This design comes from an exercise in tuning for small area on the open sky130 flow, not from production work.
In this exercise RTL edits were held to simulation tests only and were not proved equivalent to the original.
The flow treats the clock pin as an ideal source, which a real chip does not have.
Power and IR drop assume default switching activity.

Setup of the reference run:
Design packet_fifo_sf, start of the top module:
module packet_fifo_sf #(
    parameter int DATA_W = 8,
    parameter int ADDR_W = 7,
    parameter int CNT_W  = 16
) (
    input  logic              clk,
    input  logic              rst,
    input  logic              wr_en,
    input  logic              wr_first,
    input  logic              wr_last,
    input  logic              wr_abort,
    input  logic [DATA_W-1:0] wr_data,
    input  logic              rd_ready,
    output logic              rd_valid,
    output logic [DATA_W-1:0] rd_data,
    output logic              rd_first,
    output logic              rd_last,
    output logic              empty,
    output logic              full,
    output logic [ADDR_W:0]   level,
    output logic [ADDR_W:0]   pkt_count,
    output logic [CNT_W-1:0]  drop_count
);
For scale: about 2400 cells after synthesis, ~1200 flip-flops, about 0.044 mm² of cells after synthesis.
export LEC_CHECK = 0
export CAP_MARGIN = 20
export CORE_MARGIN = 2
export CORE_UTILIZATION = 55
export GPL_TIMING_DRIVEN = 0
export PLACE_DENSITY = 0.7
export SLEW_MARGIN = 20
create_clock -name core_clock -period 7.0 [get_ports {clk}]
standard.sh (not shown) runs the stock make flow with config.mk's settings and CLKGATE_MAP_FILE= SYNTH_SCRIPT=/design/flow/synth_recipe.tcl, a recipe that flattens the netlist after the stock synthesis.
==> flow/flow/run.sh <==
#!/bin/bash
# Layout flow:
# - synthesis: the standard synthesis script, with an area-oriented ABC
#   mapping, and the read-port group modules of the RTL kept whole through
#   mapping (flattened at the end as usual; registers are the standard
#   synthesis's);
# - repair: no buffer larger than buf_2 and small port buffers;
# - clock tree: clkbuf_8 clusters of up to 25 sinks, no dummy loads, then
#   clock buffers upsized where a register clock pin sees a slow edge.
# Each tool's output is in flow_*.log here and in orfs/logs.
set -euo pipefail
export LEAN_WORK=$PWD
export LEAN_FLOW=$PWD/flow
export LEAN_ABC_SCRIPT=$LEAN_FLOW/abc_area.script
keep="packet_fifo_sf_rd3 packet_fifo_sf_rd2 packet_fifo_sf_nand4 packet_fifo_sf_nand3"
bash standard.sh SYNTH_SCRIPT=$LEAN_FLOW/synth.tcl "SYNTH_KEEP_MODULES=$keep" synth > flow_synth.log 2>&1

# the platform's own dont_use list (ORFS sky130hd config.mk), plus larger buffers
plat_du="sky130_fd_sc_hd__probe_p_8 sky130_fd_sc_hd__probec_p_8 sky130_fd_sc_hd__lpflow_bleeder_1 sky130_fd_sc_hd__lpflow_clkbufkapwr_1 sky130_fd_sc_hd__lpflow_clkbufkapwr_16 sky130_fd_sc_hd__lpflow_clkbufkapwr_2 sky130_fd_sc_hd__lpflow_clkbufkapwr_4 sky130_fd_sc_hd__lpflow_clkbufkapwr_8 sky130_fd_sc_hd__lpflow_clkinvkapwr_1 sky130_fd_sc_hd__lpflow_clkinvkapwr_16 sky130_fd_sc_hd__lpflow_clkinvkapwr_2 sky130_fd_sc_hd__lpflow_clkinvkapwr_4 sky130_fd_sc_hd__lpflow_clkinvkapwr_8 sky130_fd_sc_hd__lpflow_decapkapwr_12 sky130_fd_sc_hd__lpflow_decapkapwr_3 sky130_fd_sc_hd__lpflow_decapkapwr_4 sky130_fd_sc_hd__lpflow_decapkapwr_6 sky130_fd_sc_hd__lpflow_decapkapwr_8 sky130_fd_sc_hd__lpflow_inputiso0n_1 sky130_fd_sc_hd__lpflow_inputiso0p_1 sky130_fd_sc_hd__lpflow_inputiso1n_1 sky130_fd_sc_hd__lpflow_inputiso1p_1 sky130_fd_sc_hd__lpflow_inputisolatch_1 sky130_fd_sc_hd__lpflow_isobufsrc_1 sky130_fd_sc_hd__lpflow_isobufsrc_16 sky130_fd_sc_hd__lpflow_isobufsrc_2 sky130_fd_sc_hd__lpflow_isobufsrc_4 sky130_fd_sc_hd__lpflow_isobufsrc_8 sky130_fd_sc_hd__lpflow_isobufsrckapwr_16 sky130_fd_sc_hd__lpflow_lsbuf_lh_hl_isowell_tap_1 sky130_fd_sc_hd__lpflow_lsbuf_lh_hl_isowell_tap_2 sky130_fd_sc_hd__lpflow_lsbuf_lh_hl_isowell_tap_4 sky130_fd_sc_hd__lpflow_lsbuf_lh_isowell_4 sky130_fd_sc_hd__lpflow_lsbuf_lh_isowell_tap_1 sky130_fd_sc_hd__lpflow_lsbuf_lh_isowell_tap_2 sky130_fd_sc_hd__lpflow_lsbuf_lh_isowell_tap_4"
extra_du="sky130_fd_sc_hd__buf_4 sky130_fd_sc_hd__buf_6 sky130_fd_sc_hd__buf_8 sky130_fd_sc_hd__buf_12 sky130_fd_sc_hd__buf_16 sky130_fd_sc_hd__bufbuf_8 sky130_fd_sc_hd__bufbuf_16 sky130_fd_sc_hd__clkbuf_4 sky130_fd_sc_hd__clkbuf_8 sky130_fd_sc_hd__clkbuf_16"

export BUFFER_PORTS_ARGS="-buffer_cell sky130_fd_sc_hd__buf_2"
export CTS_ARGS="-sink_clustering_enable -repair_clock_nets -buf_list sky130_fd_sc_hd__clkbuf_8 -sink_clustering_size 25 -sink_clustering_max_diameter 70 -dont_use_dummy_load"
export POST_CTS_TCL=$LEAN_FLOW/post_cts.tcl
bash standard.sh SYNTH_SCRIPT=$LEAN_FLOW/synth.tcl "SYNTH_KEEP_MODULES=$keep" "DONT_USE_CELLS=$plat_du $extra_du" finish > flow_layout.log 2>&1
==> flow/flow/post_cts.tcl <==
source $::env(LEAN_FLOW)/clkfix.tcl
clk_slew_fix 0.095
Other scripts of this flow, unchanged in this note and not shown: flow/flow/abc_area.script, flow/flow/clkfix.tcl, flow/flow/synth.tcl
### the reference run -> the trial run
Settings: a change of PLACE_DENSITY from 0.7 to 0.8; a change of CORE_UTILIZATION from 55 to 62.
diff --git a/flow/flow/run.sh b/flow/flow/run.sh
--- a/flow/flow/run.sh
+++ b/flow/flow/run.sh
@@ -7,2 +7,3 @@
-# - repair: no buffer larger than buf_2 and small port buffers;
-# - clock tree: clkbuf_8 clusters of up to 25 sinks, no dummy loads, then
+# - ports: buf_2 on each input and buf_1 on each output (pre_gp.tcl);
+# - repair: no buffer larger than buf_2;
+# - clock tree: clkbuf_8 clusters of up to 30 sinks, no dummy loads, then
@@ -22,2 +23,2 @@
-export BUFFER_PORTS_ARGS="-buffer_cell sky130_fd_sc_hd__buf_2"
-export CTS_ARGS="-sink_clustering_enable -repair_clock_nets -buf_list sky130_fd_sc_hd__clkbuf_8 -sink_clustering_size 25 -sink_clustering_max_diameter 70 -dont_use_dummy_load"
+export PRE_GLOBAL_PLACE_TCL=$LEAN_FLOW/pre_gp.tcl
+export CTS_ARGS="-sink_clustering_enable -repair_clock_nets -buf_list sky130_fd_sc_hd__clkbuf_8 -sink_clustering_size 30 -sink_clustering_max_diameter 80 -dont_use_dummy_load"
@@ -25 +26 @@
-bash standard.sh SYNTH_SCRIPT=$LEAN_FLOW/synth.tcl "SYNTH_KEEP_MODULES=$keep" "DONT_USE_CELLS=$plat_du $extra_du" finish > flow_layout.log 2>&1
+bash standard.sh SYNTH_SCRIPT=$LEAN_FLOW/synth.tcl "SYNTH_KEEP_MODULES=$keep" "DONT_USE_CELLS=$plat_du $extra_du" DONT_BUFFER_PORTS=1 finish > flow_layout.log 2>&1
==> flow/flow/post_cts.tcl <==
source $::env(LEAN_FLOW)/clkfix.tcl
clk_slew_fix 0.11
==> flow/flow/pre_gp.tcl (new file) <==
# Port buffers: buf_2 on the inputs, buf_1 on the outputs (each output drives
# only its port's load).
buffer_ports -inputs -buffer_cell sky130_fd_sc_hd__buf_2
buffer_ports -outputs -buffer_cell sky130_fd_sc_hd__buf_1
Notes after the runs:
- Lower total length of routed wires was reported by the trial run, not the reference run.
- The reference run → the trial run: internal cell power fell by about 3%, number of iterations in the first detailed-routing pass shows an increase of 2.

## static timing again, ports no longer ideal
How much do the figures lean on ideal ports? The routed layouts below were timed once more, with nothing changed but the port constraints. Step 1 sets driving cells, clkbuf_16 on the clock port and buf_2 on the other inputs (assumed; they add their load-dependent delay and slew). Step 2 moves the port delays by t, midway between the first and last clock arrival at a register: inputs arrive t later, outputs are due t later. That takes back most of the time a late clock gives input paths. Slacks: ideal / step 1 / step 2; pairs: ideal / step 1.
run	shift t [ns]	setup WS [ns]	worst setup path after step 2	latest minus earliest clock arrival (ns)	worst register clock-pin slew, ns
the reference run	0.783	1.299 / 1.323 / 0.539	input to register	0.097 / 0.097	0.10 / 0.10
the trial run	0.795	1.135 / 1.142 / 0.347	input to register	0.079 / 0.078	0.12 / 0.12
After both steps setup and hold are still met in every run listed. For the trial run, which loses most, drivers alone change the setup slack by +0.007 ns; drivers and shift together by -0.788 ns.
